Background: an optimization exercise with open tools, aiming at small area, a short achievable clock period and few clock cycles. Do not read the settings as production practice. The RTL was checked by simulation tests, not by an equivalence proof against the original design. Power and IR drop assume default switching activity. The flow treats the clock pin as an ideal source, which a real chip does not have.

Setup of maple:
## sys_user_stream_top
module sys_user_stream_top
(
  input  logic     clk_i,
  input  logic     rst_n,
  input  logic     strm_en_i,
  input  strm_pkg::addr_t    dma_src_addr_i,
  input  strm_pkg::len_t     dma_len_i,
  output logic     dma_done_o,
  input  logic     dma_done_ack_i,
  output logic     dma_rd_req_o,
  output strm_pkg::addr_t    dma_rd_req_addr_o,
  output strm_pkg::req_len_t dma_rd_req_len_o,
  output strm_pkg::tag_t     dma_tag_o,
  input  logic     dma_req_ack_i,
  input  logic     dma_data_valid_i,
  input  strm_pkg::tag_t     dma_tag_i,
  input  strm_pkg::data_t    dma_data_i,
  output logic     stream_valid_o,
  input  logic     stream_ready_i,
  output strm_pkg::data_t    stream_data_o
);
Size: about 3300 cells after synthesis, about 2200 flip-flops.
export LEC_CHECK = 0
export CAP_MARGIN = 20
export CORE_MARGIN = 2
export CORE_UTILIZATION = 51
export SETUP_SLACK_MARGIN = 3.3
export SLEW_MARGIN = 20
export TNS_END_PERCENT = 5
create_clock -name core_clock -period 5.5 [get_ports {clk_i}]
standard.sh (not shown) runs the stock make flow with config.mk's settings and CLKGATE_MAP_FILE= SYNTH_SCRIPT=/design/flow/synth_recipe.tcl, a recipe that flattens the netlist after the stock synthesis.
==> flow/flow/run.sh <==
#!/bin/bash
# Layout flow: the standard ORFS flow (standard.sh), with
#  - port buffers made of buf_2 cells instead of the slow delay-buffer cell
#    buffer_ports picks by default (every port still gets its buffer);
#  - clock tree synthesis without dummy loads and with larger sink clusters.
# Each step's full log is in orfs/logs/; make's own output goes to flow_make.log.
set -euo pipefail
export BUFFER_PORTS_ARGS="-buffer_cell sky130_fd_sc_hd__buf_2"
export CTS_ARGS="-sink_clustering_enable -repair_clock_nets -dont_use_dummy_load -sink_clustering_size 30 -sink_clustering_max_diameter 100"
bash standard.sh finish > flow_make.log 2>&1
maple finished every stage and its layout cleared the timing, design-rule and antenna checks.
Testbench counts of maple, summed over its fixed seeds: cycles 32,940.
### maple -> indigo
# maple
export LEC_CHECK = 0
export CAP_MARGIN = 20
export CORE_MARGIN = 2
export CORE_UTILIZATION = 51
export SETUP_SLACK_MARGIN = 3.3
export SLEW_MARGIN = 20
export TNS_END_PERCENT = 5
create_clock -name core_clock -period 5.5 [get_ports {clk_i}]
# indigo
export LEC_CHECK = 0
export CAP_MARGIN = 20
export CORE_MARGIN = 2
export CORE_UTILIZATION = 53
export SETUP_SLACK_MARGIN = 3.3
export SLEW_MARGIN = 20
export TNS_END_PERCENT = 5
create_clock -name core_clock -period 5.5 [get_ports {clk_i}]
Results
The area of the placeable core of indigo was superior to that of maple.
In the metrics for indigo and maple, the one carrying the higher maximum frequency is indigo.
Max final worst slack across indigo and maple: indigo
Comparing the two runs side by side, indigo comes out ahead of maple on die area.
Against maple as the reference, indigo delivers a lower growth of design area from synthesis to finish.
Share of post-route cells with drive strength above 1 in indigo is 0.96 points lower than in maple
Having completed the whole flow, indigo delivered a layout that passed the timing, design-rule and antenna checks.
Changes observed in indigo relative to maple: global-route met2 utilization decreased 0.66 points, overall power after layout essentially unchanged.
For fjord, these inputs were changed with respect to indigo:
# indigo
export LEC_CHECK = 0
export CAP_MARGIN = 20
export CORE_MARGIN = 2
export CORE_UTILIZATION = 53
export SETUP_SLACK_MARGIN = 3.3
export SLEW_MARGIN = 20
export TNS_END_PERCENT = 5
create_clock -name core_clock -period 5.5 [get_ports {clk_i}]
# fjord
export LEC_CHECK = 0
export CAP_MARGIN = 20
export CORE_MARGIN = 2
export CORE_UTILIZATION = 53
export SETUP_SLACK_MARGIN = 3.5
export SLEW_MARGIN = 20
export TNS_END_PERCENT = 5
create_clock -name core_clock -period 5.5 [get_ports {clk_i}]
==> run notes <==
fjord was carried through to the last stage, and its layout satisfied the timing, design-rule and antenna checks. On smallest hold slack, fjord tracks indigo almost exactly. Compared to indigo, fjord leaves less free space in the core. Sort fjord and indigo by setup slack of the critical path after layout desc -> top: fjord. Area of all placed cells without fillers of fjord exceeds that of indigo slightly.
For yarrow, these inputs were changed with respect to fjord:
# fjord
export LEC_CHECK = 0
export CAP_MARGIN = 20
export CORE_MARGIN = 2
export CORE_UTILIZATION = 53
export SETUP_SLACK_MARGIN = 3.5
export SLEW_MARGIN = 20
export TNS_END_PERCENT = 5
create_clock -name core_clock -period 5.5 [get_ports {clk_i}]
# yarrow
export LEC_CHECK = 0
export CAP_MARGIN = 20
export CORE_MARGIN = 2
export CORE_UTILIZATION = 55
export SETUP_SLACK_MARGIN = 3.2
export SLEW_MARGIN = 20
export TNS_END_PERCENT = 5
create_clock -name core_clock -period 5.5 [get_ports {clk_i}]
[summary]
Compared with fjord, in yarrow wire length held steady; sequential share of layout area higher; non-clock buffering overhead in the final layout has decreased; clock group total power shows no meaningful change; hold slack now larger. yarrow ran to completion and came out clean on the timing, design-rule and antenna checks. From fjord to yarrow the numbers moved as follows: final clock period utilization by the worst path picked up an extra 1.1 points; non-filler instance count after layout decreased 1.6%; internal power contribution shows no meaningful change; static leakage went down. Run comparison: yarrow launching element of the worst setup path stg[15][0]; fjord launching element of the worst setup path dma_tag_i[0]. Run comparison: fjord cell with the largest stage delay on the worst path sky130_fd_sc_hd__or4_4; yarrow cell with the largest stage delay on the worst path sky130_fd_sc_hd__edfxtp_1.

what the ideal ports hide:
Ports are ideal in the flow. The routed layouts listed here were re-timed in OpenROAD. Step 1, drivers: a clkbuf_16 drives clk_i and a buf_2 each remaining input, both assumed. Step 2 adds t to the input delays and takes it off the output delays; t is the mean of the earliest and latest rising clock arrival at the registers after step 1. Input paths then give back, and output paths get back, about the clock's delay inside the block. Slacks: ideal / step 1 / step 2; pairs: ideal / step 1.
| run | t (ns) | setup slack, ns | pins driven straight from the clock port |
|---|---|---|---|
| maple | 0.736 | 3.005 / 2.928 / 2.338 | 1 |
| indigo | 0.760 | 3.015 / 2.942 / 2.392 | 1 |
| fjord | 0.758 | 3.019 / 2.947 / 2.314 | 1 |
| yarrow | 0.740 | 2.960 / 2.889 / 2.261 | 1 |
After both steps setup and hold are still met in every run listed. The setup slack of fjord, which loses most, moves by -0.072 ns with the drivers and by -0.705 ns with both steps.
